This is an optimization exercise on Yosys and OpenROAD, whose aim is small area, a short achievable clock period and few clock cycles per item, not a production implementation.
RTL that was checked went through simulation tests only; none was proved equivalent to the original.
The RTL of run 1 was laid out without a check of its function.

==> flow/design.v (outline; a module is shown in full before it is edited, if it fits) <==
// module fan_speed_controller_top: 1172 lines
module fan_speed_controller_top (
    input  logic        i_clk,
    input  logic        i_rst_n,
    input  logic        psel,
    input  logic        penable,
    input  logic        pwrite,
    input  logic [4:0]  paddr,
    input  logic [31:0] pwdata,
    output logic [31:0] prdata,
    output logic        pready,
    input  logic        i_s_tvalid,
    output logic        o_s_tready,
    input  logic [23:0] i_s_tdata,
    output logic        o_m_tvalid,
    input  logic        i_m_tready,
    output logic [39:0] o_m_tdata
);
  // ...
==> flow/run.sh <==
#!/bin/bash
# synth_recipe.tcl (not shown) runs the flow's synth.tcl, then flattens the netlist and writes it again
# the make line also repeats each setting of config.mk as NAME=value (left out here)
make -C /OpenROAD-flow-scripts/flow DESIGN_CONFIG=/design/flow/config.mk WORK_HOME=/design/flow/orfs CLKGATE_MAP_FILE= SYNTH_SCRIPT=/design/flow/synth_recipe.tcl finish
==> flow/config.mk <==
export PLATFORM = sky130hd
export DESIGN_NAME = fan_speed_controller_top
export DESIGN_NICKNAME = fan_speed_controller_top
export VERILOG_FILES = /design/flow/design.v
export SDC_FILE = /design/flow/constraint.sdc
export NUM_CORES = 4
export LEC_CHECK = 0
export ABC_AREA = 1
export CAP_MARGIN = 20
export CORE_MARGIN = 2
export CORE_UTILIZATION = 65
export SETUP_SLACK_MARGIN = 5
export SLEW_MARGIN = 20
==> flow/constraint.sdc <==
create_clock -name core_clock -period 10.0 [get_ports {i_clk}]
set_input_delay 2.0000 -clock core_clock [delete_from_list [all_inputs] [get_ports {i_clk}]]
set_output_delay 2.0000 -clock core_clock [all_outputs]
set_load 0.01 [all_outputs]
==> summary.md, run 1 <==
| Metric | Value |
|---|---|
| Htree depth | 2 |
| Max Clk Rate | 185 MHz |
| Number of signal-net buffers in the layout | 488 |
| Max FFs per register | 35 |
| Fraction of area in registers | 0.219 |
| RePlAce Congestion | 1.03 |
| Cell family with most CP delay | adder cells |
| Post-route minimum period | 5.40 ns |
| Crit path max-delay cell type | fa_1 |
| Worst EP required | 10.44 ns |
| Run status | no timing/DRC/antenna violations |
| Layout clock buffer count | 71 |
| Worst hold margin | 0.415 ns |
| Logic inverters | 1238 |
| Yosys reg bits | 542 |
| CTS buffer count | 59 |
| Yosys warns | 1 |
| Tot GR Track Use | 0.419 |
| Via/cell ratio | 6.25 |
| Fin cells | 7928 |
| Synth area leaders | edfxtp_1 16%, fa_1 15%, ha_1 12%, dfxtp_1 9.9%, inv_1 8.7% |
| Mux contribution to synthesized area | 0.000600 |
==> run 2: changes to the inputs <==
--- a/flow/design.v
+++ b/flow/design.v
@@ -92,32 +92,32 @@
                          (~am_x[2*j+2] & am_x[2*j+1] & am_x[2*j]);
         end
     end
     logic adv;
     logic o_valid;
     assign adv        = ~o_valid | i_m_tready;
     assign o_s_tready = adv;
     logic [1:0] r_cnt;
-    logic v1, v2, v3, v4, v5, v6, v7, v8, v9;
-    logic k1, k2, k3, k4, k5, k6, k7, k8, k9;
+    logic v1, v2, v3, v4, v5, v6, v7, v8, v9, v10;
+    logic k1, k2, k3, k4, k5, k6, k7, k8, k9, k10;
     always_ff @(posedge i_clk) begin
         if (!i_rst_n) begin
             r_cnt <= 2'd0;
-            {v1, v2, v3, v4, v5, v6, v7, v8, v9} <= '0;
+            {v1, v2, v3, v4, v5, v6, v7, v8, v9, v10} <= '0;
         end else if (adv) begin
             if (i_s_tvalid) r_cnt <= r_cnt + 2'd1;
-            {v1, v2, v3, v4, v5, v6, v7, v8, v9} <= {i_s_tvalid, v1, v2, v3, v4, v5, v6, v7, v8};
+            {v1, v2, v3, v4, v5, v6, v7, v8, v9, v10} <= {i_s_tvalid, v1, v2, v3, v4, v5, v6, v7, v8, v9};
         end
     end
     always_ff @(posedge i_clk) begin
         if (!i_rst_n) begin
-            {k1, k2, k3, k4, k5, k6, k7, k8, k9} <= '0;
+            {k1, k2, k3, k4, k5, k6, k7, k8, k9, k10} <= '0;
         end else if (adv) begin
-            {k1, k2, k3, k4, k5, k6, k7, k8, k9} <= {i_s_tvalid && (r_cnt == 2'd3), k1, k2, k3, k4, k5, k6, k7, k8};
+            {k1, k2, k3, k4, k5, k6, k7, k8, k9, k10} <= {i_s_tvalid && (r_cnt == 2'd3), k1, k2, k3, k4, k5, k6, k7, k8, k9};
         end
     end
     logic [18:0] t_r;
     logic [31:0] r_tu;
     logic [31:0] t_sum;
     logic tm_w1, tm_w2, tm_w3, tm_w4, tm_w5, tm_w6, tm_w7, tm_w8, tm_w9, tm_w10, tm_w11, tm_w12, tm_w13, tm_w14, tm_w15, tm_w16, tm_w17, tm_w18, tm_w19, tm_w20, tm_w21, tm_w22, tm_w23, tm_w24, tm_w25, tm_w26, tm_w27, tm_w28, tm_w29, tm_w30, tm_w31, tm_w32, tm_w33, tm_w34, tm_w35, tm_w36, tm_w37, tm_w38, tm_w39, tm_w40, tm_w41, tm_w42, tm_w43, tm_w44, tm_w45, tm_w46, tm_w47, tm_w48, tm_w49, tm_w50, tm_w51, tm_w52, tm_w53, tm_w54, tm_w55, tm_w56, tm_w57, tm_w58, tm_w59, tm_w60, tm_w61, tm_w62, tm_w63, tm_w64, tm_w65, tm_w66, tm_w67, tm_w68, tm_w69, tm_w70, tm_w71, tm_w72, tm_w73, tm_w74, tm_w75, tm_w76, tm_w77, tm_w78, tm_w79, tm_w80, tm_w81, tm_w82, tm_w83, tm_w84, tm_w85, tm_w86, tm_w87, tm_w88, tm_w89, tm_w90, tm_w91, tm_w92, tm_w93, tm_w94, tm_w95, tm_w96, tm_w97, tm_w98, tm_w99, tm_w100, tm_w101, tm_w102, tm_w103, tm_w104, tm_w105, tm_w106, tm_w107, tm_w108, tm_w109, tm_w110, tm_w111, tm_w112, tm_w113, tm_w114, tm_w115, tm_w116, tm_w117, tm_w118, tm_w119, tm_w120, tm_w121, tm_w122, tm_w123, tm_w124, tm_w125, tm_w126, tm_w127, tm_w128, tm_w129, tm_w130, tm_w131, tm_w132, tm_w133, tm_w134, tm_w135, tm_w136, tm_w137, tm_w138, tm_w139, tm_w140, tm_w141, tm_w142, tm_w143, tm_w144, tm_w145, tm_w146, tm_w147, tm_w148, tm_w149, tm_w150, tm_w151, tm_w152, tm_w153, tm_w154, tm_w155, tm_w156, tm_w157, tm_w158, tm_w159, tm_w160, tm_w161, tm_w162, tm_w163, tm_w164, tm_w165, tm_w166, tm_w167, tm_w168, tm_w169, tm_w170, tm_w171, tm_w172, tm_w173, tm_w174, tm_w175, tm_w176, tm_w177, tm_w178, tm_w179, tm_w180, tm_w181, tm_w182, tm_w183, tm_w184;
     assign tm_w1 = t_r[11] ^ t_r[9];
     assign tm_w2 = t_r[11] & t_r[9];
@@ -1043,22 +1043,22 @@
     assign ml_w232 = (ml_w175 & ml_w126) | (ml_w175 & ml_w174) | (ml_w126 & ml_w174);
     assign ml_w233 = ml_w177 ^ ml_w128 ^ ml_w176;
     assign ml_w234 = (ml_w177 & ml_w128) | (ml_w177 & ml_w176) | (ml_w128 & ml_w176);
     assign ml_w235 = ml_w179 ^ 1'b1 ^ ml_w178;
     assign ml_w236 = (ml_w179 & 1'b1) | (ml_w179 & ml_w178) | (1'b1 & ml_w178);
     assign ml_w237 = ~r_bneg[5] ^ (((r_bone[6] & r_x[18]) | (r_btwo[6] & r_x[17])) ^ r_bneg[6]) ^ ml_w180;
     assign ml_w238 = (~r_bneg[5] & (((r_bone[6] & r_x[18]) | (r_btwo[6] & r_x[17])) ^ r_bneg[6])) | (~r_bneg[5] & ml_w180) | ((((r_bone[6] & r_x[18]) | (r_btwo[6] & r_x[17])) ^ r_bneg[6]) & ml_w180);
     assign m_sum = {ml_w237, ml_w235, ml_w233, ml_w231, ml_w229, ml_w227, ml_w225, ml_w223, ml_w221, ml_w219, ml_w217, ml_w215, ml_w213, ml_w211, ml_w209, ml_w207, ml_w205, ml_w203, ml_w201, ml_w199, ml_w197, ml_w195, ml_w193, ml_w191, ml_w189, ml_w187, ml_w185, ml_w183, ml_w181, (((r_bone[0] & r_x[1]) | (r_btwo[0] & r_x[0])) ^ r_bneg[0]), (((r_bone[0] & r_x[0])) ^ r_bneg[0])} + {ml_w236, ml_w234, ml_w232, ml_w230, ml_w228, ml_w226, ml_w224, ml_w222, ml_w220, ml_w218, ml_w216, ml_w214, ml_w212, ml_w210, ml_w208, ml_w206, ml_w204, ml_w202, ml_w200, ml_w198, ml_w196, ml_w194, ml_w192, ml_w190, ml_w188, ml_w186, ml_w184, ml_w182, r_bneg[1], 1'b0, r_bneg[0]};
-    logic signed [18:0] fi4, fi5, fi6, fi7, fi8, fi9;
+    logic signed [18:0] fi4, fi5, fi6, fi7, fi8, fi9, fi10;
     always_ff @(posedge i_clk) begin
         if (adv) begin
             r_x <= x_c[18:0];
             r_p <= m_sum;
-            {fi4, fi5, fi6, fi7, fi8, fi9} <= {fi3, fi4, fi5, fi6, fi7, fi8};
+            {fi4, fi5, fi6, fi7, fi8, fi9, fi10} <= {fi3, fi4, fi5, fi6, fi7, fi8, fi9};
         end
     end
     logic [18:0] r_rem;
     logic [11:0] r_quo;
     logic        r_sat;
     logic [18:0] dv;
     logic [18:0] rem0, rem1, rem2;
     logic [11:0] quo0, quo1, quo2;
@@ -1071,54 +1071,63 @@
         d1  = {1'b0, tr} - {3'b0, d};
         d2  = {1'b0, tr} - {2'b0, d, 1'b0};
         d3s = {1'b0, tr} - {1'b0, d3};
         if (!d3s[21])     div_step = {d3s[18:0], quo[9:0], 2'd3};
         else if (!d2[21]) div_step = {d2[18:0],  quo[9:0], 2'd2};
         else if (!d1[21]) div_step = {d1[18:0],  quo[9:0], 2'd1};
         else              div_step = {tr[18:0],  quo[9:0], 2'd0};
     endfunction
+    function automatic logic [30:0] div_step2(input logic [18:0] rem, input logic [11:0] quo,
+                                              input logic [18:0] d);
+        logic [19:0] tr;
+        logic [20:0] d1;
+        tr = {rem, quo[11]};
+        d1 = {1'b0, tr} - {2'b0, d};
+        if (!d1[20]) div_step2 = {d1[18:0], quo[10:0], 1'b1};
+        else         div_step2 = {tr[18:0], quo[10:0], 1'b0};
+    endfunction
     assign dv       = r_span[18:0];
     assign div_load = k5;
     assign rem0     = div_load ? r_p[30:12] : r_rem;
     assign quo0     = div_load ? r_p[11:0]  : r_quo;
     assign {rem1, quo1} = div_step(rem0, quo0, dv, r_span3);
-    assign {rem2, quo2} = div_step(rem1, quo1, dv, r_span3);
+    assign {rem2, quo2} = div_step2(rem1, quo1, dv);
     always_ff @(posedge i_clk) begin
         if (adv) begin
             r_rem <= rem2;
             r_quo <= quo2;
             if (div_load) r_sat <= (r_p[30:12] >= dv);
         end
     end
-    logic ge_high8, gt_high8, gt_on8, lt_off8, gt_on9, lt_off9;
-    logic [19:0] dh7;
-    assign dh7 = 20'(fi7) - 20'(r_high_temp);
+    logic ge_high9, gt_high9, gt_on9, lt_off9, gt_on10, lt_off10;
+    logic [19:0] dh8;
+    assign dh8 = 20'(fi8) - 20'(r_high_temp);
     always_ff @(posedge i_clk) begin
         if (adv) begin
-            ge_high8 <= ~dh7[19];
-            gt_high8 <= ~dh7[19] & (dh7 != 20'd0);
-            gt_on8   <= fi7 > r_on_temp;
-            lt_off8  <= fi7 < r_off_temp;
-            gt_on9   <= gt_on8;
-            lt_off9  <= lt_off8;
+            ge_high9 <= ~dh8[19];
+            gt_high9 <= ~dh8[19] & (dh8 != 20'd0);
+            gt_on9   <= fi8 > r_on_temp;
+            lt_off9  <= fi8 < r_off_temp;
+            gt_on10  <= gt_on9;
+            lt_off10 <= lt_off9;
         end
     end
     logic [11:0] up_lvl, dn_lvl, ramp_lvl, r_ramp;
     logic [12:0] dn_c;
     assign up_lvl = r_min_fan + r_quo;
     assign dn_c   = {1'b0, r_max_fan} + {1'b1, ~r_quo} + {12'd0, (r_rem == 19'd0)};
     assign dn_lvl = (r_sat || dn_c[12]) ? 12'd0 : dn_c[11:0];
     always_comb begin
         if (r_flat) begin
             ramp_lvl = r_max_fan;
         end else if (!r_mneg) begin
-            ramp_lvl = ge_high8 ? r_max_fan : up_lvl;
+            ramp_lvl = ge_high9 ? r_max_fan : up_lvl;
         end else begin
-            ramp_lvl = gt_high8 ? dn_lvl : r_max_fan;
+            ramp_lvl = gt_high9 ? dn_lvl : r_max_fan;
         end
     end
     always_ff @(posedge i_clk) begin
         if (adv) r_ramp <= ramp_lvl;
     end
     logic        fan_on;
     logic [11:0] lvl;
     logic [18:0] o_fi;
@@ -1126,21 +1135,21 @@
     logic        has_req, fan_nx;
     logic [11:0] req;
     logic [12:0] rise, fall;
     logic        take;
     always_comb begin
         has_req = 1'b0;
         fan_nx  = fan_on;
         req     = r_ramp;
-        if (!fan_on && gt_on9) begin
+        if (!fan_on && gt_on10) begin
             has_req = 1'b1;
             fan_nx  = 1'b1;
             req     = r_kick_fan;
-        end else if (fan_on && lt_off9) begin
+        end else if (fan_on && lt_off10) begin
             has_req = 1'b1;
             fan_nx  = 1'b0;
             req     = 12'd0;
         end else if (fan_on) begin
             has_req = 1'b1;
         end
     end
     assign rise = {1'b0, req} - {1'b0, lvl};
@@ -1149,25 +1158,25 @@
                   ((!rise[12] && rise != 13'd0 && rise >= {5'd0, r_up_db}) ||
                    (!fall[12] && fall != 13'd0 && fall >= {5'd0, r_down_db}));
     always_ff @(posedge i_clk) begin
         if (!i_rst_n) begin
             o_valid <= 1'b0;
             fan_on  <= 1'b0;
             lvl     <= 12'd0;
         end else if (adv) begin
-            o_valid <= v9;
-            if (v9 && k9) begin
+            o_valid <= v10;
+            if (v10 && k10) begin
                 fan_on <= fan_nx;
                 if (take) lvl <= req;
             end
         end
     end
     always_ff @(posedge i_clk) begin
         if (adv) begin
-            o_fi   <= fi9;
-            o_tick <= k9;
-            o_chg  <= k9 & take;
+            o_fi   <= fi10;
+            o_tick <= k10;
+            o_chg  <= k10 & take;
         end
     end
     assign o_m_tvalid = o_valid;
     assign o_m_tdata  = {6'd0, o_fi, o_tick, o_chg, fan_on, lvl};
 endmodule
==> flow/config.mk (replaced) <==
export PLATFORM = sky130hd
export DESIGN_NAME = fan_speed_controller_top
export DESIGN_NICKNAME = fan_speed_controller_top
export VERILOG_FILES = /design/flow/design.v
export SDC_FILE = /design/flow/constraint.sdc
export NUM_CORES = 4
export LEC_CHECK = 0
export CAP_MARGIN = 20
export CORE_MARGIN = 2
export CORE_UTILIZATION = 40
export SETUP_SLACK_MARGIN = 5
export SLEW_MARGIN = 20
==> summary.md, run 2 <==
| Metric | Value |
|---|---|
| Run status | no timing/DRC/antenna violations (unchanged) |
| Final setup TNS | 0 ns (unchanged) |
| RSZ-0062 raised after global routing | yes (unchanged) |
| Via/cell ratio | 5.37 (was 6.25) |
| Post-synthesis sequential area ratio | 0.289 (was 0.263) |
| Biggest regs | r_u (35), r_p (31), r_tu (31) (unchanged) |
| Die ar. | 127000 um2 (was 82400 um2) |
| Synth-to-layout area growth | 19.3% (was 21.2%) |
| Arr. time, crit path | 6.43 ns (was 5.85 ns) |
| Htree depth | 3 (was 2) |
| Worst r2r src | k5 (was r_x[14]) |
| Top FF cell, synth | edfxtp_1 (unchanged) |
| Die width | 356 um (was 287 um) |
| Post-synth cell types | 90 (was 65) |
| Synth area leaders | edfxtp_1 18%, fa_1 15%, ha_1 12%, dfxtp_1 10%, inv_1 6.5% (was edfxtp_1 16%, fa_1 15%, ha_1 12%, dfxtp_1 9.9%, inv_1 8.7%) |
| Core Util, Final | 0.480 (was 0.798) |
| Worst reg2reg path depth | 25 (was 24) |
| Gate Count Post-Synth | 5267 (was 6426) |
| Yosys warns | 1 (unchanged) |
| Final WL | 144000 um (was 188000 um) |
| Nets@finish | 6511 (was 7790) |
| Antenna violations before repair | 6 (was 5) |
| Deepest clock path buffer count | 3 (unchanged) |
| Max FFs per register | 35 (unchanged) |
| Detail Placement HPWL | 105000 um (was 128000 um) |
| Sink Count | 563 (was 542) |
| Worst Hold Class | reg2reg (unchanged) |
| Row count | 129 (was 103) |
| Post-route minimum period | 6.04 ns (was 5.40 ns) |
| IO Count | 143 (unchanged) |
| Post-Synth XOR/XNOR Area | 0.0599 (was 0.0656) |
| R2r setup slk | 3.96 ns (was 4.60 ns) |
| Die Y-Extent | 356 um (was 287 um) |
| Layout cell share with drive strength beyond 1 | 0.158 (was 0.167) |
| Final Hold Viols | 0 (unchanged) |
| Initial DRC count | 3117 (was 5516) |
| Simple-gate share of the synthesized area | 0.101 (was 0.145) |
| Post-Syn Area per Cell | 9.41 um2 (was 8.11 um2) |
| CTS buffer count | 68 (was 59) |
| Cell count of the worst hold path | 0 (unchanged) |
| Routed WL per cell | 19.7 um (was 23.7 um) |
| Hold_sp | fi6[1] (was fi5[2]) |
| # setup viols final | 0 (unchanged) |
| Worst-margin pin slew | 1.03 ns (was 1.14 ns) |
| Critical path capture point type | register (unchanged) |
| Most frequent cells in the layout | 801 x inv_1, 445 x nand2_1, 418 x ha_1, 363 x fa_1, 305 x a21oi_1 (was 1126 x inv_1, 904 x nand2_1, 491 x a21oi_1, 402 x ha_1, 372 x fa_1) |
| RePlAce Congestion | 0.935 (was 1.03) |
| TritonCTS clock tree | built (unchanged) |
| Adder-cell area share of the yosys netlist | 0.274 (was 0.271) |
| Synth Area in Compound Gates | 0.162 (was 0.152) |
| Clk slew on worst S/H paths | 0.06 ns (was 0.07 ns) |
| Global route overflow | 0 (unchanged) |
| Yosys top cell area share | 0.184 (was 0.164) |
| Max-cap check violation count | 0 (unchanged) |
| Slowest Stage Delay on Critical Path | 0.45 ns (was 0.53 ns) |
| Most common cell after layout, fill and taps aside | inv_1 (unchanged) |
| Root Buffer Master | clkbuf_16 (unchanged) |
| Largest family of logic cells by synthesized area | adder cells (unchanged) |
| R2r endpoint | r_rem[13] (was r_p[20]) |
| Hold EP | fi7[1] (was fi6[2]) |
| Slew headroom | 0.313 (was 0.238) |
| Commonest cells post-synth | 855 x inv_1, 475 x ha_1, 452 x nand2_1, 381 x fa_1, 343 x a21oi_1 (was 1210 x inv_1, 1002 x nand2_1, 563 x a21oi_1, 514 x ha_1, 407 x o21ai_0) |
| Tot GR Track Use | 0.224 (was 0.419) |
| Final antenna-violating net count | 0 (unchanged) |
| Post-synth EDFFs | 304 (was 285) |
| Vias in the first global route | 38700 (was 46900) |
| Worst EP required | 10.39 ns (was 10.44 ns) |
| Largest fanout on the critical path | 7 (was 6) |
| Crit path max-delay cell type | dfxtp_4 (was fa_1) |
| Yosys reg bits | 563 (was 542) |
| Post-synthesis async set-or-reset flop share | 0 (unchanged) |
| Setup CP Type | reg2reg (unchanged) |
| Most frequent cell after synthesis | inv_1 (unchanged) |
| Largest register by flop count | r_u (unchanged) |
| Pin count of the biggest net entering global routing | 81 (was 109) |
| Post-synth top area cell | edfxtp_1 (unchanged) |
| Syn Std Cell Area | 49600 um2 (was 52100 um2) |
| Fraction of the cycle the final worst path needs | 0.604 (was 0.540) |
| Vias post-DR | 39100 (was 49600) |
| Worst skew pair latency | 0.65 ns (was 0.69 ns) |
| First-pass GRT wire length | 222000 um (was 265000 um) |
| CP Launch Type | register (unchanged) |
| Clk_skew | 0.0274 ns (was 0.0546 ns) |
| Drt drc | 0 (unchanged) |
| Core Region | 123000 um2 (was 79100 um2) |
| Number of buffers added on ports | 115 (unchanged) |
| Initial Util | 0.402 (was 0.658) |
| Slew Limit Fails | 0 (unchanged) |
| Mux contribution to synthesized area | 0.0320 (was 0.000600) |
| Max Clk Rate | 166 MHz (was 185 MHz) |
| Pre-antenna DRT Iters | 5 (was 8) |
==> run 2: cell types whose count changed after synthesis, moves of 114 or more <==
cell	previous run	this run
nand2_1	1002	452
inv_1	1210	855
o21ai_0	407	172
xor2_1	310	77
a21oi_1	563	343
xnor2_1	80	262
nand3_1	231	69
nor2_1	365	251
==> run 2: logic make-up after synthesis <==
kind of cell               count (synthesis)
AOI/OAI and AO/OA                       1201
xor gates and xnor gates                 339
adders and majority gates                856
buffers and inverters                   1061
DFF                                      563
muxes                                    141
other                                      2
and+or+nand+nor                         1104
==> run 2: worst max path at each step <==
stage          depth (start not counted)         to  startpoint
6_report                              25  r_rem[13]          k5
5_1_grt                               26  r_rem[13]          k5
4_1_cts                               24  r_rem[18]          k5
3_5_place_dp                          25   r_rem[1]          k5
3_3_place_gp                          24   r_rem[4]          k5
2_1_floorplan                         27  r_rem[10]          k5
==> run 2: what timing repair did <==
action / in CTS / in global routing
setup endpoints to repair: 219 / 86
resized for setup: 301 / 205
hold buffers: 0 / 0
gates cloned: 6 / 1
pin swaps: 127 / 169
buffers inserted: 206 / 73
==> run 2: worst max-delay path, delay by kind of cell, from the launching register on <==
family                   cells  cell delay [ns]
AO/OA/AOI/OAI               13             2.97
AND/OR/NAND/NOR              4             0.56
flip-flops                   1             0.45
multiplexers                 2             0.66
adder cells (fa/ha/maj)      2             0.53
buffers and inverters        4             0.60
==> run 2: area by class of cell <==
cell class	count	area, um2
Fill cell	11500	64200
Multi-Input combinational cell	3650	33000
Sequential cell	563	14500
Timing Repair Buffer	445	3950
Inverter	857	3310
Tap cell	1637	2050
Clock buffer	88	1930
Clock inverter	37	415
Timing Repair inverter	2	17.5
Antenna cell	2	5.00
==> run 2: per-layer routing <==
| metal | part of all wire | track usage |
|---|---|---|
| met4 | 0.027 | 0.0619 |
| met2 | 0.47 | 0.375 |
| met3 | 0.054 | 0.0296 |
| met1 | 0.44 | 0.303 |
| met5 | 0.000090 | 0 |
==> run 2: through the flow <==
step           hold WS, ns  std cells  cell area, um2  setup WS, ns
6_report             0.397       7281           59200          3.96
5_1_grt              0.416       7279           59200          3.76
4_1_cts              0.412       7205           57800          3.98
3_5_place_dp         0.405       6868           52400          2.33
3_3_place_gp         0.400       6868           52400          2.40
2_1_floorplan        0.400       5272           49800          4.28
Testbench counts of run 2, summed over its fixed seeds: cycles 13,664, items 12,800.
==> run 3: changes to the inputs <==
--- a/flow/config.mk
+++ b/flow/config.mk
@@ -6,4 +6,5 @@
 export NUM_CORES = 4
 export LEC_CHECK = 0
+export ABC_AREA = 1
 export CAP_MARGIN = 20
 export CORE_MARGIN = 2
==> summary.md, run 3 <==
| Metric | Value |
|---|---|
| Core Region | 129000 um2 (was 123000 um2) |
| Max Clk Rate | 195 MHz (was 166 MHz) |
| # setup viols final | 0 (unchanged) |
| Clk slew on worst S/H paths | 0.06 ns (about the same) |
| Fraction of the cycle the final worst path needs | 0.513 (was 0.604) |
| Die width | 364 um (was 356 um) |
| Worst-margin pin slew | 1.09 ns (was 1.03 ns) |
| Pin count of the biggest net entering global routing | 85 (was 81) |
| Arr. time, crit path | 5.52 ns (was 6.43 ns) |
| Post-synth cell types | 60 (was 90) |
| Row count | 132 (was 129) |
| Via/cell ratio | 5.29 (was 5.37) |
| Most frequent cells in the layout | 1212 x inv_1, 1037 x nand2_1, 487 x a21oi_1, 423 x ha_1, 368 x fa_1 (was 801 x inv_1, 445 x nand2_1, 418 x ha_1, 363 x fa_1, 305 x a21oi_1) |
| Largest register by flop count | r_u (unchanged) |
| Routed WL per cell | 19.7 um (about the same) |
| Synth Area in Compound Gates | 0.139 (was 0.162) |
| Die Y-Extent | 364 um (was 356 um) |
| Sink Count | 563 (unchanged) |
| Placed inst area | 54600 um2 (was 52400 um2) |
| Post-synth top area cell | edfxtp_1 (unchanged) |
| Number of buffers added on ports | 115 (unchanged) |
| CTS buffer count | 66 (was 68) |
| Yosys reg bits | 563 (unchanged) |
| Worst EP required | 10.39 ns (about the same) |
| Slew headroom | 0.272 (was 0.313) |
| Run status | no timing/DRC/antenna violations (unchanged) |
| Syn Std Cell Area | 51800 um2 (was 49600 um2) |
| Worst skew pair latency | 0.65 ns (about the same) |
| Slew Limit Fails | 0 (unchanged) |
| Slowest Stage Delay on Critical Path | 0.54 ns (was 0.45 ns) |
| IO Count | 143 (unchanged) |
| Antenna violations before repair | 8 (was 6) |
| Tot GR Track Use | 0.248 (was 0.224) |
| Synth-to-layout area growth | 16.9% (was 19.3%) |
| Largest fanout on the critical path | 4 (was 7) |
| Critical path capture point type | register (unchanged) |
| Commonest cells post-synth | 1263 x inv_1, 1074 x nand2_1, 519 x a21oi_1, 475 x ha_1, 392 x o21ai_0 (was 855 x inv_1, 475 x ha_1, 452 x nand2_1, 381 x fa_1, 343 x a21oi_1) |
| Initial Util | 0.402 (about the same) |
| TritonCTS clock tree | built (unchanged) |
| Post-Syn Area per Cell | 8.04 um2 (was 9.41 um2) |
| Most frequent cell after synthesis | inv_1 (unchanged) |
| Post-synthesis async set-or-reset flop share | 0 (unchanged) |
| Mux contribution to synthesized area | 0 (was 0.0320) |
| Worst hold margin | 0.413 ns (was 0.397 ns) |
| Vias post-DR | 45000 (was 39100) |
| Max-cap check violation count | 0 (unchanged) |
| CP Launch Type | register (unchanged) |
| Deepest clock path buffer count | 3 (unchanged) |
| Die ar. | 132000 um2 (was 127000 um2) |
| Setup CP Type | reg2reg (unchanged) |
| Worst Hold Class | reg2reg (unchanged) |
| Global route overflow | 0 (unchanged) |
| Crit path max-delay cell type | edfxtp_1 (was dfxtp_4) |
| Htree depth | 3 (unchanged) |
| First-pass GRT wire length | 253000 um (was 222000 um) |
| Biggest regs | r_u (35), r_p (31), r_tu (31) (unchanged) |
| Worst-path cell chain | clkinvlp_4, buf_4, o22ai_1, xor2_1, ha_1, fa_1, inv_1, fa_1, inv_1, fa_1, ha_4, nand2_2, inv_2, nand3_4, nor3_4, nand4_1, nand3_2, nand2_2, nand2_2, nand2_2, nand2_2, nand2_1, nand2_1, xor2_1 |
| Vias in the first global route | 42900 (was 38700) |
| Final Instance Area | 60600 um2 (was 59200 um2) |
| Post-synthesis sequential area ratio | 0.276 (was 0.289) |
| Hold-fix buffer count after cts | 0 (unchanged) |
| Placed Cells | 8167 (was 6868) |
| Detail Placement HPWL | 130000 um (was 105000 um) |
| Synth area leaders | edfxtp_1 18%, fa_1 15%, ha_1 11%, dfxtp_1 10%, inv_1 9.1% (was edfxtp_1 18%, fa_1 15%, ha_1 12%, dfxtp_1 10%, inv_1 6.5%) |
| Final setup TNS | 0 ns (unchanged) |
| RePlAce Congestion | 0.987 (was 0.935) |
| RSZ-0062 raised after global routing | yes (unchanged) |
| Post-Synth XOR/XNOR Area | 0.0558 (was 0.0599) |
| Nets@finish | 7639 (was 6511) |
| Yosys warns | 1 (unchanged) |
| Post-synth EDFFs | 304 (unchanged) |
| Max FFs per register | 35 (unchanged) |
| Simple-gate share of the synthesized area | 0.159 (was 0.101) |
| Pre-antenna DRT Iters | 6 (was 5) |
| Largest family of logic cells by synthesized area | adder cells (unchanged) |
| Fin cells | 8514 (was 7281) |
| Adder-cell area share of the yosys netlist | 0.262 (was 0.274) |
| Drt drc | 0 (unchanged) |
| Yosys top cell area share | 0.176 (was 0.184) |
| Most frequent CP cell | nand2_2 |
| Top FF cell, synth | edfxtp_1 (unchanged) |
| Layout cell share with drive strength beyond 1 | 0.109 (was 0.158) |
| Post-route minimum period | 5.13 ns (was 6.04 ns) |
| Most common cell after layout, fill and taps aside | inv_1 (unchanged) |
| Gate Count Post-Synth | 6446 (was 5267) |
| Final Hold Viols | 0 (unchanged) |
| Core Util, Final | 0.470 (was 0.480) |
| Clk_skew | 0.0299 ns (was 0.0274 ns) |
| Initial DRC count | 3622 (was 3117) |
| Root Buffer Master | clkbuf_16 (unchanged) |
| Final WL | 167000 um (was 144000 um) |
| Final antenna-violating net count | 0 (unchanged) |
run 3: changes by cell type after synthesis, sizes merged, moves of 65 or more:
cell / before / now
a21o: 98 / 33
a21oi: 343 / 520
a22oi: 116 / 13
inv: 856 / 1268
mux2i: 95 / 0
nand2: 452 / 1081
nand3: 69 / 277
nand4: 21 / 96
nor2: 251 / 392
o21ai: 175 / 414
o22ai: 33 / 126
xnor2: 262 / 64
xor2: 77 / 266
run 3: path summary, 6_finish.rpt:
check | start | end | slack [ns] | cells past startpoint
max reg2reg | r_x[8] | r_p[30] | 4.87 | 24
min | fi7[17] | fi8[17] | 0.41 | 0
min reg2reg | fi7[17] | fi8[17] | 0.41 | 0
max | r_x[8] | r_p[30] | 4.87 | 24
run 3: layer usage:
metal | track usage | wire length (um) | share of wire | up-vias
met5 | 0 | 0 | 0 | -
li1 | - | - | - | 21600
met3 | 0.0388 | 12900 | 0.077 | 237
met4 | 0.0738 | 4920 | 0.029 | 0
met2 | 0.394 | 75500 | 0.45 | 1581
met1 | 0.349 | 74200 | 0.44 | 21600
run 3: cells by family (layout without fill, tap and decap cells):
kind of cell / Yosys count / in the layout
buffers and inverters: 1446 / 1760
AND/OR/NAND/NOR: 1960 / 1963
adder cells (fa/ha/maj): 856 / 856
other: 2 / 11
AO/OA/AOI/OAI: 1289 / 1289
XOR/XNOR: 330 / 330
flip-flops: 563 / 563
run 3: timing repair:
item,4_1_cts,5_1_grt
buffers inserted,98,110
cloned,10,4
pin swaps,24,54
resized for setup,218,282
endpoints found under the setup margin,66,82
run 3: cell type report:
type	count	area, um2
repair inverters	8	75.1
multi-input cells	4445	33500
clock inverters	32	338
fillers	12700	68400
clock buffers	89	1890
inverters	1284	5060
repair buffers	347	3080
diodes	4	10.0
well taps	1742	2180
flip-flops and latches	563	14400
run 3: worst max-delay path, delay by kind of cell (launching register included):
family	cells	cell delay, ns
buffers and inverters	5	0.72
AND/OR/NAND/NOR	11	1.09
AO/OA/AOI/OAI	1	0.18
adder cells (fa/ha/maj)	5	2.04
flip-flops	1	0.54
XOR/XNOR	2	0.29
run 3: through the flow:
stage	setup WS [ns]
after floorplan	4.99
after global placement	3.56
after detailed placement	3.56
after CTS	4.94
after global routing	4.74
final	4.87
==> run 4: changes to the inputs <==
==> flow/flow/run.sh (new file) <==
#!/bin/bash
# Standard synthesis, then an inverter-pushing pass over the full adders of
# the mapped netlist (flow/invpush.py), then the standard layout from there
# with repair_timing aiming at a larger setup margin.
set -e
set -o pipefail
cp standard.sh standard_sh_copy.log
bash standard.sh synth > synth_run.log 2>&1
RES=$(dirname "$(find orfs/results -name 1_2_yosys.v | head -1)")
cp "$RES/1_2_yosys.v" 1_2_yosys_standard.v.log
python3 flow/invpush.py 1_2_yosys_standard.v.log > invpush_out.v 2> invpush.log
cp invpush_out.v "$RES/1_2_yosys.v"
rm -f "$RES/1_synth.odb" "$RES/1_synth.sdc"
sed 's/SETUP_SLACK_MARGIN=[0-9.]*/SETUP_SLACK_MARGIN=5.6/' standard.sh > standard_margin.sh
bash standard_margin.sh finish > finish_run.log 2>&1
==> flow/flow/invpush.py (new file) <==
#!/usr/bin/env python3
# Removes inverters around full-adder cells in a mapped sky130 netlist.
# A full adder is self-dual: fa(~a, ~b, ~c) = (~cout, ~sum). Each fa cell may
# be "flipped" (all three inputs and both outputs complemented); the pass picks
# flips that reduce the number of inverters, then rebuilds the inverters that
# are still needed (one per signal and polarity). Registers are not touched.
import re
import sys
from collections import defaultdict

src = open(sys.argv[1]).read()

inst_re = re.compile(r'^  (sky130_fd_sc_hd__\w+)\s+(\S+(?: )?)\s*\((.*?)\);\n', re.S | re.M)
pin_re = re.compile(r'\.(\w+)\(\s*(.*?)\s*\)(?=\s*(?:,|$))', re.S)

OUT_PINS = {'X', 'Y', 'Q', 'Q_N', 'SUM', 'COUT', 'HI', 'LO'}

cells = []
for m in inst_re.finditer(src):
    typ, name, body = m.group(1), m.group(2), m.group(3)
    pins = [(p, n.strip()) for p, n in pin_re.findall(body)]
    cells.append(dict(typ=typ, name=name, pins=pins, span=m.span()))

# module ports
hdr = re.search(r'module\s+\S+\s*\((.*?)\);', src, re.S)
ports = set()
for m in re.finditer(r'^\s*(input|output)\s+(\[[^\]]*\]\s*)?(.*?);', src, re.M):
    for n in m.group(3).split(','):
        ports.add(n.strip())

def base(net):
    n = net.strip()
    if n.startswith('\\'):
        return n
    return re.sub(r'\[\d+\]$', '', n)

# assigns count as loads of their right-hand side
assign_loads = []
for m in re.finditer(r'^\s*assign\s+(.*?)\s*=\s*(.*?)\s*;', src, re.M):
    assign_loads.append(m.group(2).strip())

driver = {}
for i, c in enumerate(cells):
    for p, n in c['pins']:
        if p in OUT_PINS:
            driver[n] = (i, p)

def is_inv(c):
    return re.match(r'sky130_fd_sc_hd__(inv|clkinv)_\d+$', c['typ']) is not None

def is_fa(c):
    return re.match(r'sky130_fd_sc_hd__fa_\d+$', c['typ']) is not None

pin_of = lambda c, p: dict(c['pins'])[p]

# inverters we may remove: output is not a port and not used by an assign
removable = set()
for i, c in enumerate(cells):
    if is_inv(c):
        y = pin_of(c, 'Y')
        if base(y) in ports or y in assign_loads:
            continue
        removable.add(i)

memo = {}
def resolve(net):
    if net in memo:
        return memo[net]
    d = driver.get(net)
    if d is not None and d[0] in removable:
        r, pol = resolve(pin_of(cells[d[0]], 'A'))
        res = (r, pol ^ 1)
    else:
        res = (net, 0)
    memo[net] = res
    return res

fa_idx = [i for i, c in enumerate(cells) if is_fa(c)]
fa_of_root = {}
for i in fa_idx:
    for p, n in cells[i]['pins']:
        if p in ('SUM', 'COUT'):
            fa_of_root[n] = i

# loads: (cell index, pin, root, pol)
loads = []
for i, c in enumerate(cells):
    if i in removable:
        continue
    for p, n in c['pins']:
        if p in OUT_PINS:
            continue
        r, pol = resolve(n)
        loads.append((i, p, r, pol))

x = defaultdict(int)   # flip per fa cell index
fa_set = set(fa_idx)

by_root = defaultdict(list)
for k, (i, p, r, pol) in enumerate(loads):
    by_root[r].append(k)

def need(k):
    i, p, r, pol = loads[k]
    v = pol
    if i in fa_set:
        v ^= x[i]
    f = fa_of_root.get(r)
    if f is not None:
        v ^= x[f]
    return v

def root_cost(r):
    ks = by_root[r]
    return 1 if any(need(k) for k in ks) else 0

# roots touched by a flip of fa i: its input roots and its output roots
touch = {}
for i in fa_idx:
    rs = set()
    for p, n in cells[i]['pins']:
        if p in OUT_PINS:
            rs.add(n)
        else:
            rs.add(resolve(n)[0])
    touch[i] = rs

def total():
    return sum(root_cost(r) for r in by_root)

before = total()
changed = True
it = 0
while changed and it < 50:
    changed = False
    it += 1
    for i in fa_idx:
        rs = touch[i]
        c0 = sum(root_cost(r) for r in rs)
        x[i] ^= 1
        c1 = sum(root_cost(r) for r in rs)
        if c1 < c0:
            changed = True
        else:
            x[i] ^= 1
after = total()

# rebuild: every load pin gets the root net or its complement
neg_net = {}
new_cells = []
def neg(r):
    if r not in neg_net:
        k = len(neg_net)
        nn = 'ipush_n%d' % k
        neg_net[r] = nn
        ra = r + ' ' if r.startswith('\\') else r
        new_cells.append('  sky130_fd_sc_hd__inv_1 ipush_i%d (\n    .A(%s),\n    .Y(%s)\n  );\n' % (k, ra, nn))
    return neg_net[r]

newpins = {}
for k, (i, p, r, pol) in enumerate(loads):
    newpins[(i, p)] = neg(r) if need(k) else r

out = []
last = 0
for i, c in enumerate(cells):
    s, e = c['span']
    out.append(src[last:s])
    last = e
    if i in removable:
        continue
    parts = []
    for p, n in c['pins']:
        nn = newpins.get((i, p), n)
        if nn.startswith('\\'):
            nn = nn + ' '
        parts.append('    .%s(%s)' % (p, nn))
    out.append('  %s %s (\n%s\n  );\n' % (c['typ'], c['name'].strip() + (' ' if c['name'].startswith('\\') else ''), ',\n'.join(parts)))
tail = src[last:]
decl = ''.join('  wire %s;\n' % nn for nn in neg_net.values())
tail = tail.replace('endmodule', ''.join(new_cells) + 'endmodule', 1)
out.append(tail)
res = ''.join(out)
h = hdr.end()
res = res[:h] + '\n' + decl + res[h:]
sys.stdout.write(res)
sys.stderr.write('invpush: %d fa cells, %d flipped, %d removable inverters, %d inverters after (cost %d -> %d)\n'
                 % (len(fa_idx), sum(x[i] for i in fa_idx), len(removable), len(neg_net), before, after))
==> flow/standard.sh (new file) <==
#!/bin/bash
# synth_recipe.tcl (not shown) runs the flow's synth.tcl, then flattens the netlist and writes it again
# the make line also repeats each setting of config.mk as NAME=value (left out here)
make -C /OpenROAD-flow-scripts/flow DESIGN_CONFIG=/design/flow/config.mk WORK_HOME=/design/flow/orfs CLKGATE_MAP_FILE= SYNTH_SCRIPT=/design/flow/synth_recipe.tcl "${@:-finish}"
removed: flow/run.sh
==> summary.md, run 4 <==
| Metric | Value |
|---|---|
| Cell count of the worst hold path | 0 (unchanged) |
| Drt drc | 0 (unchanged) |
| Clk slew on worst S/H paths | 0.06 ns (about the same) |
| Syn Std Cell Area | 50500 um2 (was 51800 um2) |
| Most frequent cells in the layout | 932 x nand2_1, 802 x inv_1, 431 x a21oi_1, 354 x ha_1, 352 x buf_4 (was 1212 x inv_1, 1037 x nand2_1, 487 x a21oi_1, 423 x ha_1, 368 x fa_1) |
| Die width | 359 um (was 364 um) |
| CP Launch Type | register (unchanged) |
| Fraction of the cycle the final worst path needs | 0.494 (was 0.513) |
| Row count | 130 (was 132) |
| Core Region | 125000 um2 (was 129000 um2) |
| Detail Placement HPWL | 129000 um (was 130000 um) |
| Post-Syn Area per Cell | 8.29 um2 (was 8.04 um2) |
| Worst-margin pin slew | 1.14 ns (was 1.09 ns) |
| Largest register by flop count | r_u (unchanged) |
| Post-route minimum period | 4.94 ns (was 5.13 ns) |
| Max Clk Rate | 202 MHz (was 195 MHz) |
| Antenna violations before repair | 16 (was 8) |
| Initial DRC count | 4110 (was 3622) |
| Max-cap check violation count | 0 (unchanged) |
| Vias in the first global route | 44500 (was 42900) |
| Root Buffer Master | clkbuf_16 (unchanged) |
| Htree depth | 3 (unchanged) |
| Biggest regs | r_u (35), r_p (31), r_tu (31) (unchanged) |
| Clk_skew | 0.0541 ns (was 0.0299 ns) |
| # setup viols final | 0 (unchanged) |
| Arr. time, crit path | 5.35 ns (was 5.52 ns) |
| Yosys warns | 1 (unchanged) |
| Largest fanout on the critical path | 5 (was 4) |
| Deepest clock path buffer count | 3 (unchanged) |
| Initial Util | 0.403 (was 0.402) |
| Pre-antenna DRT Iters | 6 (unchanged) |
| Worst reg2reg path depth | 21 (was 24) |
| Slew Limit Fails | 0 (unchanged) |
| CTS buffer count | 70 (was 66) |
| IO Count | 143 (unchanged) |
| RSZ-0062 raised after global routing | yes (unchanged) |
| Tot GR Track Use | 0.262 (was 0.248) |
| Layout cell share with drive strength beyond 1 | 0.215 (was 0.109) |
| Final Hold Viols | 0 (unchanged) |
| First-pass GRT wire length | 263000 um (was 253000 um) |
| Vias post-DR | 45600 (was 45000) |
| Nets@finish | 7495 (was 7639) |
| Final antenna-violating net count | 0 (unchanged) |
| Critical path capture point type | register (unchanged) |
| Worst Hold Class | reg2reg (unchanged) |
| Pin count of the biggest net entering global routing | 98 (was 85) |
| Pre-CTS worst setup slack | 3.35 ns (was 3.56 ns) |
| Gate Count Post-Synth | 6089 (was 6446) |
| Final worst slack | 5.06 ns (was 4.87 ns) |
| Via/cell ratio | 5.51 (was 5.29) |
| Most common cell after layout, fill and taps aside | nand2_1 (was inv_1) |
| Routed WL per cell | 21.2 um (was 19.7 um) |
| Worst EP required | 10.41 ns (was 10.39 ns) |
| Final setup TNS | 0 ns (unchanged) |
| Final WL | 176000 um (was 167000 um) |
| Synth-to-layout area growth | 26.8% (was 16.9%) |
| TritonCTS clock tree | built (unchanged) |
| Worst hold margin | 0.413 ns (about the same) |
| Max FFs per register | 35 (unchanged) |
| Run status | no timing/DRC/antenna violations (unchanged) |
| Slew headroom | 0.238 (was 0.272) |
| Die ar. | 129000 um2 (was 132000 um2) |
| R2r setup slk | 5.06 ns (was 4.87 ns) |
| Setup CP Type | reg2reg (unchanged) |
| Sink Count | 563 (unchanged) |
| Number of buffers added on ports | 115 (unchanged) |
| Worst skew pair latency | 0.70 ns (was 0.65 ns) |
| Die Y-Extent | 359 um (was 364 um) |
| RePlAce Congestion | 0.973 (was 0.987) |
| Global route overflow | 0 (unchanged) |
-- run 4: through the flow --
step / cell area (um2) / util / cells
after detailed placement: 53200 / 0.424 / 7720
after global routing: 64000 / 0.510 / 8277
final: 64000 / 0.510 / 8278
after global placement: 53200 / 0.424 / 7720
after CTS: 60700 / 0.484 / 8120
after floorplan: 50600 / - / 6094
-- run 4: area by class of cell --
type / instances / area (um2)
clock inverter: 34 / 375
sequential: 563 / 14400
clock buffer: 94 / 2030
inverter: 927 / 3720
tap: 1650 / 2060
multi-input combinational: 4445 / 36400
timing repair buffer: 550 / 4850
timing repair inverter: 14 / 106
fill: 11500 / 61400
antenna: 1 / 2.50
-- run 4: worst paths after layout --
kind,startpoint,endpoint
max,r_x[8],r_p[30]
min,fi7[15],fi8[15]
max reg2reg,r_x[8],r_p[30]
min reg2reg,fi7[15],fi8[15]
-- run 4: what timing repair did --
action,CTS,global route
gates cloned,15,5
resized for setup,718,528
pin swaps,236,299
setup buffers,257,151
hold buffers,0,0
setup endpoints to repair,218,117
-- run 4: worst max-delay path, cell delays in order, from the launching register on --
cell	delay [ns]
edfxtp_1	0.52
clkinvlp_4	0.29
o22ai_4	0.24
xor2_2	0.10
fa_1	0.56
fa_1	0.46
fa_2	0.56
fa_2	0.48
ha_4	0.35
nand2_4	0.07
inv_4	0.09
nand3_4	0.08
nor3_4	0.19
nand4_1	0.14
nand3_2	0.12
nand2_1	0.06
nand2_2	0.07
nand2_1	0.06
nand2_2	0.06
nand2_1	0.05
nand2_1	0.07
xor2_1	0.06
-- run 4: metal layers --
layer,up-vias,wire (um),global-route usage
li1,21300,-,-
met5,-,91,0
met2,1788,78400,0.414
met1,22000,75000,0.356
met4,14,7700,0.0998
met3,439,14300,0.0504
==> run 5: changes to the inputs <==
==> flow/flow/run.sh (replaced) <==
#!/bin/bash
# Standard synthesis, then an inverter-pushing pass over the full adders of
# the mapped netlist (flow/invpush.py), then the standard layout from there.
set -e
set -o pipefail
cp standard.sh standard_sh_copy.log
bash standard.sh synth > synth_run.log 2>&1
RES=$(dirname "$(find orfs/results -name 1_2_yosys.v | head -1)")
cp "$RES/1_2_yosys.v" 1_2_yosys_standard.v.log
python3 flow/invpush.py 1_2_yosys_standard.v.log > invpush_out.v 2> invpush.log
cp invpush_out.v "$RES/1_2_yosys.v"
rm -f "$RES/1_synth.odb" "$RES/1_synth.sdc"
bash standard.sh finish > finish_run.log 2>&1
==> summary.md, run 5 <==
| Metric | Value |
|---|---|
| Clk_skew | 0.0344 ns (was 0.0541 ns) |
| Final antenna-violating net count | 0 (unchanged) |
| Gate Count Post-Synth | 6089 (unchanged) |
| Cell count of the worst hold path | 0 (unchanged) |
| CP Launch Type | register (unchanged) |
| Antenna violations before repair | 8 (was 16) |
| Max FFs per register | 35 (unchanged) |
| Via/cell ratio | 5.45 (was 5.51) |
| Most common cell after layout, fill and taps aside | nand2_1 (unchanged) |
| Worst reg2reg path depth | 20 (was 21) |
| Layout cell share with drive strength beyond 1 | 0.106 (was 0.215) |
| RSZ-0062 raised after global routing | yes (unchanged) |
| Slew Limit Fails | 0 (unchanged) |
| Number of buffers added on ports | 115 (unchanged) |
| Final Hold Viols | 0 (unchanged) |
| Vias post-DR | 44000 (was 45600) |
| Setup CP Type | reg2reg (unchanged) |
| TritonCTS clock tree | built (unchanged) |
| Routed WL per cell | 20.6 um (was 21.2 um) |
| Largest register by flop count | r_u (unchanged) |
| Critical path capture point type | register (unchanged) |
| Core Util, Final | 0.470 (was 0.510) |
| Sink Count | 563 (unchanged) |
| Root Buffer Master | clkbuf_16 (unchanged) |
| Core Region | 125000 um2 (unchanged) |
| Most frequent cells in the layout | 1029 x nand2_1, 873 x inv_1, 490 x a21oi_1, 423 x ha_1, 374 x fa_1 (was 932 x nand2_1, 802 x inv_1, 431 x a21oi_1, 354 x ha_1, 352 x buf_4) |
| Largest fanout on the critical path | 5 (unchanged) |
| Drt drc | 0 (unchanged) |
| Arr. time, crit path | 5.36 ns (was 5.35 ns) |
| R2r setup slk | 5.05 ns (was 5.06 ns) |
| Yosys warns | 1 (unchanged) |
| Deepest clock path buffer count | 3 (unchanged) |
| Initial Util | 0.403 (unchanged) |
| Worst-margin pin slew | 0.984 ns (was 1.14 ns) |
| Detail Placement HPWL | 127000 um (was 129000 um) |
| Global route overflow | 0 (unchanged) |
| Htree depth | 3 (unchanged) |
| Die ar. | 129000 um2 (unchanged) |
| IO Count | 143 (unchanged) |
| Slew headroom | 0.338 (was 0.238) |
| Fraction of the cycle the final worst path needs | 0.495 (was 0.494) |
| CTS buffer count | 69 (was 70) |
| Die width | 359 um (unchanged) |
| Clk slew on worst S/H paths | 0.07 ns (was 0.06 ns) |
| Worst r2r src | r_x[16] (was r_x[8]) |
| Worst Hold Class | reg2reg (unchanged) |
| Final WL | 166000 um (was 176000 um) |
| Final setup TNS | 0 ns (unchanged) |
| Worst skew pair latency | 0.67 ns (was 0.70 ns) |
| Biggest regs | r_u (35), r_p (31), r_tu (31) (unchanged) |
| RePlAce Congestion | 0.982 (was 0.973) |
| R2r endpoint | r_p[30] (unchanged) |
| Run status | no timing/DRC/antenna violations (unchanged) |
| Pin count of the biggest net entering global routing | 161 (was 98) |
| Pre-antenna DRT Iters | 8 (was 6) |
| Nets@finish | 7275 (was 7495) |
| Syn Std Cell Area | 50500 um2 (unchanged) |
| # setup viols final | 0 (unchanged) |
| Post-Syn Area per Cell | 8.29 um2 (unchanged) |
| Max-cap check violation count | 0 (unchanged) |
| Synth-to-layout area growth | 16.7% (was 26.8%) |
| Die Y-Extent | 359 um (unchanged) |
| Worst EP required | 10.41 ns (about the same) |
| Max Clk Rate | 202 MHz (about the same) |
| Hold_sp | fi4[1] (was fi7[15]) |
| Tot GR Track Use | 0.251 (was 0.262) |
| First-pass GRT wire length | 251000 um (was 263000 um) |
| Vias in the first global route | 42500 (was 44500) |
| Post-route minimum period | 4.95 ns (was 4.94 ns) |
| Row count | 130 (unchanged) |
| Initial DRC count | 4165 (was 4110) |
| Hold EP | fi5[1] (was fi8[15]) |
run 5: cell types whose count changed in the layout (fill, tap and decap cells not counted), sizes merged, moves of 2 or more:
cell | previous run | this run
buf | 438 | 220
bufbuf | 0 | 2
bufinv | 6 | 4
clkinvlp | 67 | 50
diode | 1 | 5
inv | 885 | 896
run 5: timing repair:
| action | 4_1_cts | 5_1_grt |
|---|---|---|
| hold buffers | 0 | 0 |
| cloned | 11 | 3 |
| endpoints found under the setup margin | 56 | 78 |
| setup buffers | 95 | 98 |
| gates resized for setup | 139 | 274 |
| endpoints found under the hold margin | 0 | 0 |
| pin swaps | 17 | 62 |
run 5: worst max-delay path, stage by stage, from the launching register on:
cell	delay, ns
edfxtp_1	0.48
clkinvlp_4	0.24
buf_6	0.17
o22ai_2	0.17
xor2_1	0.27
fa_1	0.49
fa_2	0.56
fa_1	0.45
fa_2	0.51
ha_4	0.32
nand2_2	0.09
nor3_4	0.24
nand4_1	0.14
nand3_2	0.13
nand2_2	0.06
nand2_2	0.08
nand2_2	0.05
nand2_2	0.06
nand2_1	0.06
nand2_1	0.08
xor2_1	0.06
run 5: final cells by class:
| type | instances | area (um2) |
|---|---|---|
| Timing Repair Buffer | 336 | 3060 |
| Timing Repair inverter | 10 | 76.3 |
| Clock buffer | 94 | 2080 |
| Sequential cell | 563 | 14400 |
| Tap cell | 1650 | 2060 |
| Inverter | 927 | 3660 |
| Fill cell | 12100 | 66500 |
| Antenna cell | 5 | 12.5 |
| Clock inverter | 31 | 308 |
| Multi-Input combinational cell | 4444 | 33300 |
run 5: how the worst max path moves through the flow:
stage,slack (ns),from,cells after the start,to
2_1_floorplan,5.03,i_m_tready,3,o_s_tready
3_3_place_gp,3.04,k5,27,r_rem[4]
3_5_place_dp,2.96,k5,27,r_rem[4]
4_1_cts,5.00,r_u[6],17,r_u[20]
5_1_grt,4.85,r_bone[2],21,r_p[30]
6_report,5.05,r_x[16],20,r_p[30]
run 5: per-layer routing:
metal,global-route usage,vias up,part of all wire
li1,-,20900,-
met1,0.352,21100,0.44
met2,0.394,1704,0.44
met3,0.0432,303,0.082
met4,0.0764,8,0.033
met5,0,-,0.00033
run 5: per-stage QoR:
step / setup WS [ns] / hold WS, ns / instances / cell area, um2
3_5_place_dp: 2.96 / 0.405 / 7723 / 53200
2_1_floorplan: 5.03 / 0.400 / 6094 / 50500
6_report: 5.05 / 0.406 / 8060 / 58900
5_1_grt: 4.85 / 0.415 / 8055 / 58900
3_3_place_gp: 3.04 / 0.400 / 7723 / 53200
4_1_cts: 5.00 / 0.407 / 7954 / 57000
==> run 6: changes to the inputs <==
--- a/flow/flow/run.sh
+++ b/flow/flow/run.sh
@@ -8,5 +8,5 @@
 RES=$(dirname "$(find orfs/results -name 1_2_yosys.v | head -1)")
 cp "$RES/1_2_yosys.v" 1_2_yosys_standard.v.log
-python3 flow/invpush.py 1_2_yosys_standard.v.log > invpush_out.v 2> invpush.log
+python3 flow/invpush.py 1_2_yosys_standard.v.log 1500 > invpush_out.v 2> invpush.log
 cp invpush_out.v "$RES/1_2_yosys.v"
 rm -f "$RES/1_synth.odb" "$RES/1_synth.sdc"
--- a/flow/flow/invpush.py
+++ b/flow/flow/invpush.py
@@ -144,4 +144,35 @@
         else:
             x[i] ^= 1
+# escape local minima: random restarts of single/pair flips, keep the best
+import random
+rng = random.Random(1)
+best = total()
+bestx = dict(x)
+for rnd in range(int(sys.argv[2]) if len(sys.argv) > 2 else 0):
+    i = rng.choice(fa_idx)
+    rs = set(touch[i])
+    # flip i and its fa neighbours that share a root, then re-settle greedily
+    grp = [i] + [fa_of_root[r] for r in touch[i] if r in fa_of_root and rng.random() < 0.5]
+    for g in grp:
+        x[g] ^= 1
+    changed = True
+    while changed:
+        changed = False
+        for j in fa_idx:
+            r2 = touch[j]
+            c0 = sum(root_cost(r) for r in r2)
+            x[j] ^= 1
+            c1 = sum(root_cost(r) for r in r2)
+            if c1 < c0:
+                changed = True
+            else:
+                x[j] ^= 1
+    t = total()
+    if t < best:
+        best = t
+        bestx = dict(x)
+    else:
+        x.clear()
+        x.update(bestx)
 after = total()
 
--- a/flow/config.mk
+++ b/flow/config.mk
@@ -10,4 +10,4 @@
 export CORE_MARGIN = 2
 export CORE_UTILIZATION = 40
-export SETUP_SLACK_MARGIN = 5
+export SETUP_SLACK_MARGIN = 4.5
 export SLEW_MARGIN = 20
==> summary.md, run 6 <==
| Metric | Value |
|---|---|
| Layout cell share with drive strength beyond 1 | 0.0484 (was 0.106) |
| Final setup TNS | 0 ns (unchanged) |
| First-pass GRT wire length | 245000 um (was 251000 um) |
| Clk slew on worst S/H paths | 0.06 ns (was 0.07 ns) |
| RSZ-0062 raised after global routing | no (was yes) |
| Hold-fix buffer count after cts | 0 (unchanged) |
| Max Clk Rate | 184 MHz (was 202 MHz) |
| Gate Count Post-Synth | 6016 (was 6089) |
| Max-cap check violation count | 0 (unchanged) |
| Tot GR Track Use | 0.249 (was 0.251) |
| Most frequent CP cell | clkdlybuf4s50_1 (was nand2_2) |
| Layout fillers | 12300 (was 12100) |
| Largest register by flop count | r_u (unchanged) |
| Largest fanout on the critical path | 28 (was 5) |
| Most frequent cells in the layout | 1071 x nand2_1, 841 x inv_1, 515 x a21oi_1, 464 x ha_1, 384 x nor2_1 (was 1029 x nand2_1, 873 x inv_1, 490 x a21oi_1, 423 x ha_1, 374 x fa_1) |
| Vias post-DR | 42800 (was 44000) |
| Post-Syn Area per Cell | 8.35 um2 (was 8.29 um2) |
| Number of buffers added on ports | 115 (unchanged) |
| Slowest Stage Delay on Critical Path | 0.50 ns (was 0.56 ns) |
| Sink Count | 563 (unchanged) |
| Final Instance Area | 56100 um2 (was 58900 um2) |
| Root Buffer Master | clkbuf_16 (unchanged) |
| CTS buffer count | 70 (was 69) |
| Yosys warns | 1 (unchanged) |
| Placed inst area | 52900 um2 (was 53200 um2) |
| Slew Limit Fails | 0 (unchanged) |
| Worst skew pair latency | 0.66 ns (was 0.67 ns) |
| Vias in the first global route | 41500 (was 42500) |
| Routed WL per cell | 20.5 um (was 20.6 um) |
| Worst Hold Class | reg2reg (unchanged) |
| Worst EP required | 8.00 ns (was 10.41 ns) |
| Final Hold Viols | 0 (unchanged) |
| Placed Cells | 7636 (was 7723) |
| Most common cell after layout, fill and taps aside | nand2_1 (unchanged) |
| Initial Util | 0.405 (was 0.403) |
| Drt drc | 0 (unchanged) |
| Pin count of the biggest net entering global routing | 89 (was 161) |
| Core Util, Final | 0.452 (was 0.470) |
| Worst hold margin | 0.417 ns (was 0.406 ns) |
| Slew headroom | 0.294 (was 0.338) |
| Syn Std Cell Area | 50200 um2 (was 50500 um2) |
| Die ar. | 128000 um2 (was 129000 um2) |
| # setup viols final | 0 (unchanged) |
| Pre-antenna DRT Iters | 5 (was 8) |
| IO Count | 143 (unchanged) |
| Core Region | 124000 um2 (was 125000 um2) |
| Htree depth | 3 (unchanged) |
| Die width | 358 um (was 359 um) |
| Arr. time, crit path | 3.43 ns (was 5.36 ns) |
| Setup CP Type | in2out (was reg2reg) |
| Critical path capture point type | output port (was register) |
| Worst-margin pin slew | 1.05 ns (was 0.984 ns) |
| Deepest clock path buffer count | 3 (unchanged) |
| RePlAce Congestion | 0.967 (was 0.982) |
| Via/cell ratio | 5.47 (was 5.45) |
| Synth-to-layout area growth | 11.8% (was 16.7%) |
| Final antenna-violating net count | 0 (unchanged) |
| CP Launch Type | input port (was register) |
| Crit path max-delay cell type | clkdlybuf4s50_1 (was fa_2) |
| Clk_skew | 0.0317 ns (was 0.0344 ns) |
| Worst-path cell chain | clkdlybuf4s50_1, nor2_2, buf_12, inv_16, clkdlybuf4s50_1 (was clkinvlp_4, buf_6, o22ai_2, xor2_1, fa_1, fa_2, fa_1, fa_2, ha_4, nand2_2, nor3_4, nand4_1, nand3_2, nand2_2, nand2_2, nand2_2, nand2_2, nand2_1, nand2_1, xor2_1) |
| Final WL | 161000 um (was 166000 um) |
| Row count | 129 (was 130) |
| Die Y-Extent | 358 um (was 359 um) |
| Post-route minimum period | 5.43 ns (was 4.95 ns) |
| Initial DRC count | 3768 (was 4165) |
| Fin cells | 7824 (was 8060) |
| TritonCTS clock tree | built (unchanged) |
| Run status | no timing/DRC/antenna violations (unchanged) |
| Nets@finish | 7049 (was 7275) |
| Fraction of the cycle the final worst path needs | 0.543 (was 0.495) |
| Biggest regs | r_u (35), r_p (31), r_tu (31) (unchanged) |
| Antenna violations before repair | 9 (was 8) |
| Global route overflow | 0 (unchanged) |
| Max FFs per register | 35 (unchanged) |
| Detail Placement HPWL | 126000 um (was 127000 um) |
[run 6: cell types whose count changed in the layout (fill, tap and decap cells not counted), sizes merged, moves of 2 or more]
cell           delta
clkbuf            -3
inv              -41
bufinv            +5
buf             -149
clkdlybuf4s50     +2
bufbuf            -2
clkinvlp         -33
[run 6: path summary, 6_finish.rpt]
check | endpoint | start | slack (ns) | cells after the start
setup / recovery | o_s_tready | i_m_tready | 4.57 | 5
hold / removal | fi10[9] | fi9[9] | 0.42 | 0
setup reg to reg | r_rem[5] | k5 | 4.73 | 30
hold reg to reg | fi10[9] | fi9[9] | 0.42 | 0
[run 6: routing by layer]
| metal | wire length, um | track usage | part of all wire |
|---|---|---|---|
| met5 | 48 | 0 | 0.00030 |
| met4 | 5130 | 0.0786 | 0.032 |
| met3 | 12800 | 0.0419 | 0.079 |
| met2 | 70300 | 0.388 | 0.44 |
| met1 | 72400 | 0.352 | 0.45 |
[run 6: timing repair]
action                                  CTS  global route
endpoints found under the setup margin  106           120
pin swaps                                 8            12
resized for setup                        37            66
setup buffers                            20            25
cloned                                    7             2
[run 6: metrics by stage]
stage | setup WS, ns
final | 4.57
after global routing | 4.49
after CTS | 4.50
after detailed placement | 3.19
after global placement | 3.19
after floorplan | 4.83
[run 6: final cells by class]
class	instances	area, um2	share of cell area
antenna	5	12.5	0.000223
inverter	854	3260	0.0580
timing repair inverter	7	55.1	0.000981
tap	1637	2050	0.0365
timing repair buffer	186	1790	0.0318
clock inverter	39	502	0.00894
clock buffer	90	1940	0.0346
sequential	563	14300	0.255
multi-input combinational	4443	32200	0.574
[run 6: critical path: cells and delay by family]
family,cells,cell delay [ns]
buffers and inverters,4,1.25
and+or+nand+nor,1,0.15

[port drivers added, routing unchanged]
In the flow no input, the clock included, has a driving cell. The finished layouts below were timed again as built, in two steps.
Step 1: set_driving_cell puts a clkbuf_16 on i_clk and a buf_2 on each other input, an assumption about the parent block.
Step 2 moves the port delays by t, midway between the first and last clock arrival at a register: inputs arrive t later, outputs are due t later. That takes back most of the time a late clock gives input paths.
Three values: ideal, step 1, step 2; two values: the first two.
run | t (ns) | setup slack, ns | hold WS [ns] | worst data-port slew with drivers (ns)
run 1 | 0.734 | 4.596 / 4.596 / 4.475 | 0.415 / 0.415 / 0.415 | 0.07
run 2 | 0.706 | 3.962 / 3.962 / 3.962 | 0.397 / 0.397 / 0.397 | 0.20
run 3 | 0.711 | 4.868 / 4.868 / 4.712 | 0.413 / 0.413 / 0.413 | 0.14
run 4 | 0.742 | 5.059 / 5.059 / 5.009 | 0.413 / 0.413 / 0.413 | 0.16
run 5 | 0.726 | 5.049 / 5.043 / 4.964 | 0.406 / 0.406 / 0.406 | 0.15
run 6 | 0.716 | 4.574 / 4.551 / 4.302 | 0.417 / 0.417 / 0.417 | 0.13
After both steps every run listed still meets setup and hold. The setup slack of run 6, which loses most, moves by -0.023 ns with the drivers and by -0.272 ns with both steps.
